Background: an optimization exercise with open tools, aiming at small area and a short achievable clock period. Do not read the settings as production practice. Function was checked by simulation only, so behaviour that the tests miss may differ from the original. Power and IR drop assume default switching activity.

==> flow/design.v (excerpt) <==
module maze_video_top (
  input  logic                     clk,
  input  logic                     reset,
  input  logic [8-1:0]   awaddr,
  input  logic                     awvalid,
  output logic                     awready,
  input  logic [32-1:0]   wdata,
  input  logic [32/8-1:0] wstrb,
  input  logic                     wvalid,
  output logic                     wready,
  output logic [1:0]               bresp,
  output logic                     bvalid,
  input  logic                     bready,
  input  logic [8-1:0]   araddr,
  input  logic                     arvalid,
  output logic                     arready,
  output logic [32-1:0]   rdata,
  output logic [1:0]               rresp,
  output logic                     rvalid,
  input  logic                     rready,
  output logic [11:0]              rgb,
  output logic [7:0]               pixel_x,
  output logic [8:0]               pixel_y,
  output logic                     de
);
For scale: ~1200 cells after synthesis, about 350 flip-flops, ~15000 sq um of cells after synthesis.
clock: 5.0 ns
lec_check: 0
cap_margin: 20
core_margin: 2
core_utilization: 40
cts_buf_list: sky130_fd_sc_hd__clkbuf_16
cts_cluster_diameter: 80
cts_cluster_size: 24
setup_slack_margin: 3.0
slew_margin: 20
standard.sh (not shown) runs the stock make flow with config.mk's settings and CLKGATE_MAP_FILE= SYNTH_SCRIPT=/design/flow/synth_recipe.tcl, a recipe that flattens the netlist after the stock synthesis.
==> flow/flow/run.sh <==
#!/bin/bash
set -euo pipefail
bash standard.sh MATCH_CELL_FOOTPRINT=0 \
  "BUFFER_PORTS_ARGS=-buffer_cell sky130_fd_sc_hd__buf_1" finish > standard.log 2>&1
The starting point finished with timing, DRC and antenna clean.
Next try:
==> flow/flow/run.sh (replaced) <==
#!/bin/bash
set -euo pipefail
bash standard.sh MATCH_CELL_FOOTPRINT=0 ADDER_MAP_FILE= \
  "BUFFER_PORTS_ARGS=-buffer_cell sky130_fd_sc_hd__buf_1" finish > standard.log 2>&1
Settings changed: SETUP_SLACK_MARGIN 3.0 to 2.8.
Power fell by about 2.1%.
Final area fell by about 6.5%.
Combinational power fell by 19%.
Final cell count rose by 1.6%.
Synthesized cell count rose by 9.1%.
Die area rose by 0.36%.
Next try:
Settings changed: CTS_BUF_LIST sky130_fd_sc_hd__clkbuf_16 to sky130_fd_sc_hd__clkbuf_8, CTS_CLUSTER_DIAMETER 80 to 60, CTS_CLUSTER_SIZE 24 to 16, SETUP_SLACK_MARGIN 2.8 to 3.0.
Outcome: Final cell count rose by 4.2%. Hold slack loses 0.0054 ns. Clock skew fell by 0.0035 ns. Combinational power rose by 17%. Synthesized area does not change. Critical path depth is unchanged. Die area is unchanged. Non-clock buffer count rose by 58. Register-to-register slack loses 0.06 ns. Clock power rose by about 7%.
Next try:
==> flow/flow/run.sh (replaced) <==
#!/bin/bash
set -euo pipefail
bash standard.sh MATCH_CELL_FOOTPRINT=0 \
  "BUFFER_PORTS_ARGS=-buffer_cell sky130_fd_sc_hd__buf_1" finish > standard.log 2>&1
Settings changed: CTS_BUF_LIST sky130_fd_sc_hd__clkbuf_8 to sky130_fd_sc_hd__clkbuf_16, CTS_CLUSTER_DIAMETER 60 to 80, CTS_CLUSTER_SIZE 16 to 24, SETUP_SLACK_MARGIN 3.0 to 2.8.
Die area came out lower slightly.
Total power came out lower by a few percent.
Setup slack degrades by 0.093 ns.
Cell area is lower by a few percent.
Synthesized cell count decreases by a little under a tenth.
Clock skew goes down by 0.0069 ns.
Combinational power goes down by a few percent.

========
Setup of harbor:
maze_video_top again, from the RTL that the note above started with.
clock: 5.0 ns
lec_check: 0
cap_margin: 20
core_margin: 2
core_utilization: 40
cts_buf_list: sky130_fd_sc_hd__clkbuf_16
cts_cluster_diameter: 80
cts_cluster_size: 24
setup_slack_margin: 2.6
slew_margin: 20
==> flow/flow/run.sh <==
#!/bin/bash
set -euo pipefail
bash standard.sh MATCH_CELL_FOOTPRINT=0 \
  "BUFFER_PORTS_ARGS=-buffer_cell sky130_fd_sc_hd__buf_1" finish > standard.log 2>&1
harbor closes out successfully: all stages finished, all timing, DRC and antenna checks passed.
The inputs of onyx differ from those of harbor as listed below.
-- flow/config.mk --
<<< harbor, line 13
export CTS_CLUSTER_SIZE = 24
export SETUP_SLACK_MARGIN = 2.6
export SLEW_MARGIN = 20
>>> onyx, line 13
export CTS_CLUSTER_SIZE = 24
export SETUP_SLACK_MARGIN = 2.2
export SLEW_MARGIN = 20
--- outcome ---
Relative to harbor, global-route wire length before repair decreased by 1.7% in onyx. Every stage of the flow completed for onyx, and the final layout passed the timing, design-rule and antenna checks. Total power of the final layout, onyx vs harbor: up slightly. Combinational power (higher): harbor. Any difference in synthesized area between harbor and onyx is small enough to ignore. Compared with harbor, in onyx shortest clock period the worst path allows after layout went up 0.26 ns; area growth from synthesis to layout went down 1.3 points; utilization went down 0.54 points.
Input changes introduced in juniper (baseline for comparison: onyx):
==> flow/flow/run.sh <==
#!/bin/bash
set -euo pipefail
bash standard.sh MATCH_CELL_FOOTPRINT=0 ADDER_MAP_FILE= \
  "BUFFER_PORTS_ARGS=-buffer_cell sky130_fd_sc_hd__buf_1" finish > standard.log 2>&1
-- flow/config.mk --
<<< onyx, line 10
export CORE_UTILIZATION = 40
export CTS_BUF_LIST = sky130_fd_sc_hd__clkbuf_16
export CTS_CLUSTER_DIAMETER = 80
export CTS_CLUSTER_SIZE = 24
export SETUP_SLACK_MARGIN = 2.2
export SLEW_MARGIN = 20
>>> juniper, line 10
export CORE_UTILIZATION = 40
export CTS_BUF_LIST = sky130_fd_sc_hd__clkbuf_8
export CTS_CLUSTER_DIAMETER = 60
export CTS_CLUSTER_SIZE = 16
export SETUP_SLACK_MARGIN = 2.8
export SLEW_MARGIN = 20
Notes after the runs:
For onyx, the startpoint of the worst setup timing path was araddr[2], unlike juniper, where it was u_regs.rdata[8]. In the tables for juniper and onyx, synthesized-area fraction occupied by xor and xnor cells reads lower with onyx. The run showing the smaller worst hold slack after final layout is juniper. For number of distinct standard cells referenced by the synthesized netlist, dividing the value from juniper by the value from onyx gives 1.2. Delta (juniper minus onyx): layout filler cell count grew by 60; global-route wire length before repair rose about 0.55%.

========
Starting RTL as in the previous note.
==> flow/config.mk <==
export PLATFORM = sky130hd
export DESIGN_NAME = maze_video_top
export DESIGN_NICKNAME = maze_video_top
export VERILOG_FILES = /design/flow/design.v
export SDC_FILE = /design/flow/constraint.sdc
export NUM_CORES = 4
export LEC_CHECK = 0
export CAP_MARGIN = 20
export CORE_MARGIN = 2
export CORE_UTILIZATION = 40
export CTS_BUF_LIST = sky130_fd_sc_hd__clkbuf_16
export CTS_CLUSTER_DIAMETER = 80
export CTS_CLUSTER_SIZE = 24
export SETUP_SLACK_MARGIN = 2.6
export SLEW_MARGIN = 20
==> flow/constraint.sdc <==
create_clock -name core_clock -period 5.0 [get_ports {clk}]
set_input_delay 1.0000 -clock core_clock [delete_from_list [all_inputs] [get_ports {clk}]]
set_output_delay 1.0000 -clock core_clock [all_outputs]
set_load 0.01 [all_outputs]
==> flow/flow/run.sh <==
#!/bin/bash
set -euo pipefail
bash standard.sh MATCH_CELL_FOOTPRINT=0 ADDER_MAP_FILE= \
  "BUFFER_PORTS_ARGS=-buffer_cell sky130_fd_sc_hd__buf_1" finish > standard.log 2>&1
Next try:
Settings changed: CORE_UTILIZATION 40 to 60, CTS_BUF_LIST sky130_fd_sc_hd__clkbuf_16 to sky130_fd_sc_hd__clkbuf_8, CTS_CLUSTER_DIAMETER 80 to 60, CTS_CLUSTER_SIZE 24 to 16, SETUP_SLACK_MARGIN 2.6 to 2.8.
Clock power is lower by about 16%.
Core utilization climbs by 22 points.
Global-route usage went up by 7.9 points.
Next try:
==> flow/flow/run.sh (replaced) <==
#!/bin/bash
set -euo pipefail
bash standard.sh MATCH_CELL_FOOTPRINT=0 \
  "BUFFER_PORTS_ARGS=-buffer_cell sky130_fd_sc_hd__buf_1" finish > standard.log 2>&1
Settings changed: CORE_UTILIZATION 60 to 40, CTS_BUF_LIST sky130_fd_sc_hd__clkbuf_8 to sky130_fd_sc_hd__clkbuf_16, CTS_CLUSTER_DIAMETER 60 to 80, CTS_CLUSTER_SIZE 16 to 24, SETUP_SLACK_MARGIN 2.8 to 1.8.
Outcome: The new run finished with timing, DRC and antenna clean; total power increases by a few percent; synthesized area falls slightly; critical path depth increases by 5.

========
Another version of the RTL of maze_video_top (not shown whole).
Size in the first run: ~1300 cells after synthesis, ~350 flip-flops, about 15000 um^2 of cells after synthesis.
==> flow/config.mk <==
export PLATFORM = sky130hd
export DESIGN_NAME = maze_video_top
export DESIGN_NICKNAME = maze_video_top
export VERILOG_FILES = /design/flow/design.v
export SDC_FILE = /design/flow/constraint.sdc
export NUM_CORES = 4
export LEC_CHECK = 0
export CAP_MARGIN = 20
export CORE_MARGIN = 2
export CORE_UTILIZATION = 50
export CTS_BUF_LIST = sky130_fd_sc_hd__clkbuf_8
export CTS_CLUSTER_DIAMETER = 60
export CTS_CLUSTER_SIZE = 16
export SETUP_SLACK_MARGIN = 2.8
export SLEW_MARGIN = 20
==> flow/constraint.sdc <==
create_clock -name core_clock -period 5.0 [get_ports {clk}]
set_input_delay 1.0000 -clock core_clock [delete_from_list [all_inputs] [get_ports {clk}]]
set_output_delay 1.0000 -clock core_clock [all_outputs]
set_load 0.01 [all_outputs]
==> flow/flow/run.sh <==
#!/bin/bash
set -euo pipefail
bash standard.sh MATCH_CELL_FOOTPRINT=0 ADDER_MAP_FILE= \
  "BUFFER_PORTS_ARGS=-buffer_cell sky130_fd_sc_hd__buf_1" finish > standard.log 2>&1
Change:
Settings changed: CORE_UTILIZATION 50 to 60.
The new run completed with no timing, DRC or antenna violations.
Area after synthesis does not change.
Clock power climbs by about 5%.
Global-route usage went up by 3.2 points.
Routed wire length fell by about 5%.
Total power increases by 0.90%.
Change:
Settings changed: CTS_BUF_LIST sky130_fd_sc_hd__clkbuf_8 to sky130_fd_sc_hd__clkbuf_8 sky130_fd_sc_hd__clkbuf_16.
Result: The changed run ran to the end with no violations; via count went up slightly; cell count went up slightly; setup slack is better by 29 ps; sequential power hardly moves; fmax went up slightly; synthesized cell count does not change; core utilization went up by 1.9 points; final area went up by a few percent; wire length went up slightly; hold slack is better by 11 ps.
Change:
Settings changed: CTS_BUF_LIST sky130_fd_sc_hd__clkbuf_8 sky130_fd_sc_hd__clkbuf_16 to sky130_fd_sc_hd__clkbuf_8, GPL_ROUTABILITY_DRIVEN set to 0.
Outcome:
- fmax goes down by 1.0%
- synthesized cell count stays the same
- wire length went down by 0.58%
- worst setup slack is worse by 23 ps
- global-route usage shrinks by 0.28 points
- cell area is lower by 1.7%
- flip-flop and latch count is unchanged
Change:
Settings changed: GPL_ROUTABILITY_DRIVEN 0 to unset, SETUP_SLACK_MARGIN 2.8 to 2.9.
The changed run completed with no timing, DRC or antenna violations.
Final area rises by 2.5%.
Via count rises by 1.5%.
Die area stays the same.
Change:
Settings changed: SETUP_SLACK_MARGIN 2.9 to 2.7.
After rerunning: The new run finished with timing, DRC and antenna clean. Synthesized cell count stays the same. Cell count went down by 3.0%. Critical path depth went up by 3. Utilization went down by 2.9 points. Global-route usage went down by 0.56 points. Setup slack gets better by 12 ps. Combinational power went down by 11%. Die area stays the same.

-- static timing again, ports no longer ideal --
The flow's constraints put no driver on any port. The routed layouts listed below were extracted and timed again, unchanged, in two steps.
Step 1: set_driving_cell puts a clkbuf_16 on clk and a buf_2 on each other input, an assumption about the parent block.
Step 2 times the ports against the registers' clock, not the clock port: input delays grow and output delays shrink by t, the midpoint of the rising clock arrivals with the driver on.
Three values: no drivers, after step 1, after step 2; two values: the first two.
| run | shift t [ns] | slack for setup (ns) | hold WS [ns] |
|---|---|---|---|
| the first run of note 1 | 0.567 | 2.598 / 2.584 / 2.017 | 0.434 / 0.434 / 0.434 |
| the second run of note 1 | 0.569 | 2.826 / 2.826 / 2.311 | 0.452 / 0.452 / 0.452 |
| the third run of note 1 | 0.659 | 2.767 / 2.749 / 2.331 | 0.446 / 0.446 / 0.446 |
| the fourth run of note 1 | 0.570 | 2.673 / 2.673 / 2.105 | 0.455 / 0.455 / 0.455 |
| harbor | 0.599 | 2.559 / 2.559 / 2.002 | 0.447 / 0.447 / 0.447 |
| onyx | 0.599 | 2.294 / 2.295 / 1.696 | 0.447 / 0.447 / 0.447 |
| juniper | 0.653 | 2.809 / 2.762 / 2.249 | 0.432 / 0.432 / 0.432 |
| the first run of note 3 | 0.580 | 2.626 / 2.652 / 2.073 | 0.449 / 0.449 / 0.449 |
| the second run of note 3 | 0.637 | 2.793 / 2.747 / 2.217 | 0.449 / 0.449 / 0.449 |
| the third run of note 3 | 0.600 | 2.088 / 2.123 / 1.523 | 0.446 / 0.446 / 0.446 |
| the first run of note 4 | 0.640 | 2.788 / 2.739 / 2.213 | 0.430 / 0.430 / 0.430 |
| the second run of note 4 | 0.643 | 2.776 / 2.729 / 2.251 | 0.428 / 0.428 / 0.428 |
| the third run of note 4 | 0.613 | 2.805 / 2.775 / 2.222 | 0.439 / 0.439 / 0.439 |
| the fourth run of note 4 | 0.635 | 2.782 / 2.735 / 2.172 | 0.442 / 0.442 / 0.442 |
| the fifth run of note 4 | 0.623 | 2.736 / 2.692 / 2.330 | 0.452 / 0.452 / 0.452 |
| the sixth run of note 4 | 0.650 | 2.749 / 2.752 / 2.123 | 0.448 / 0.448 / 0.448 |
After both steps every run listed still meets setup and hold. For the sixth run of note 4, which loses most, drivers alone change the setup slack by +0.003 ns; drivers and shift together by -0.626 ns.
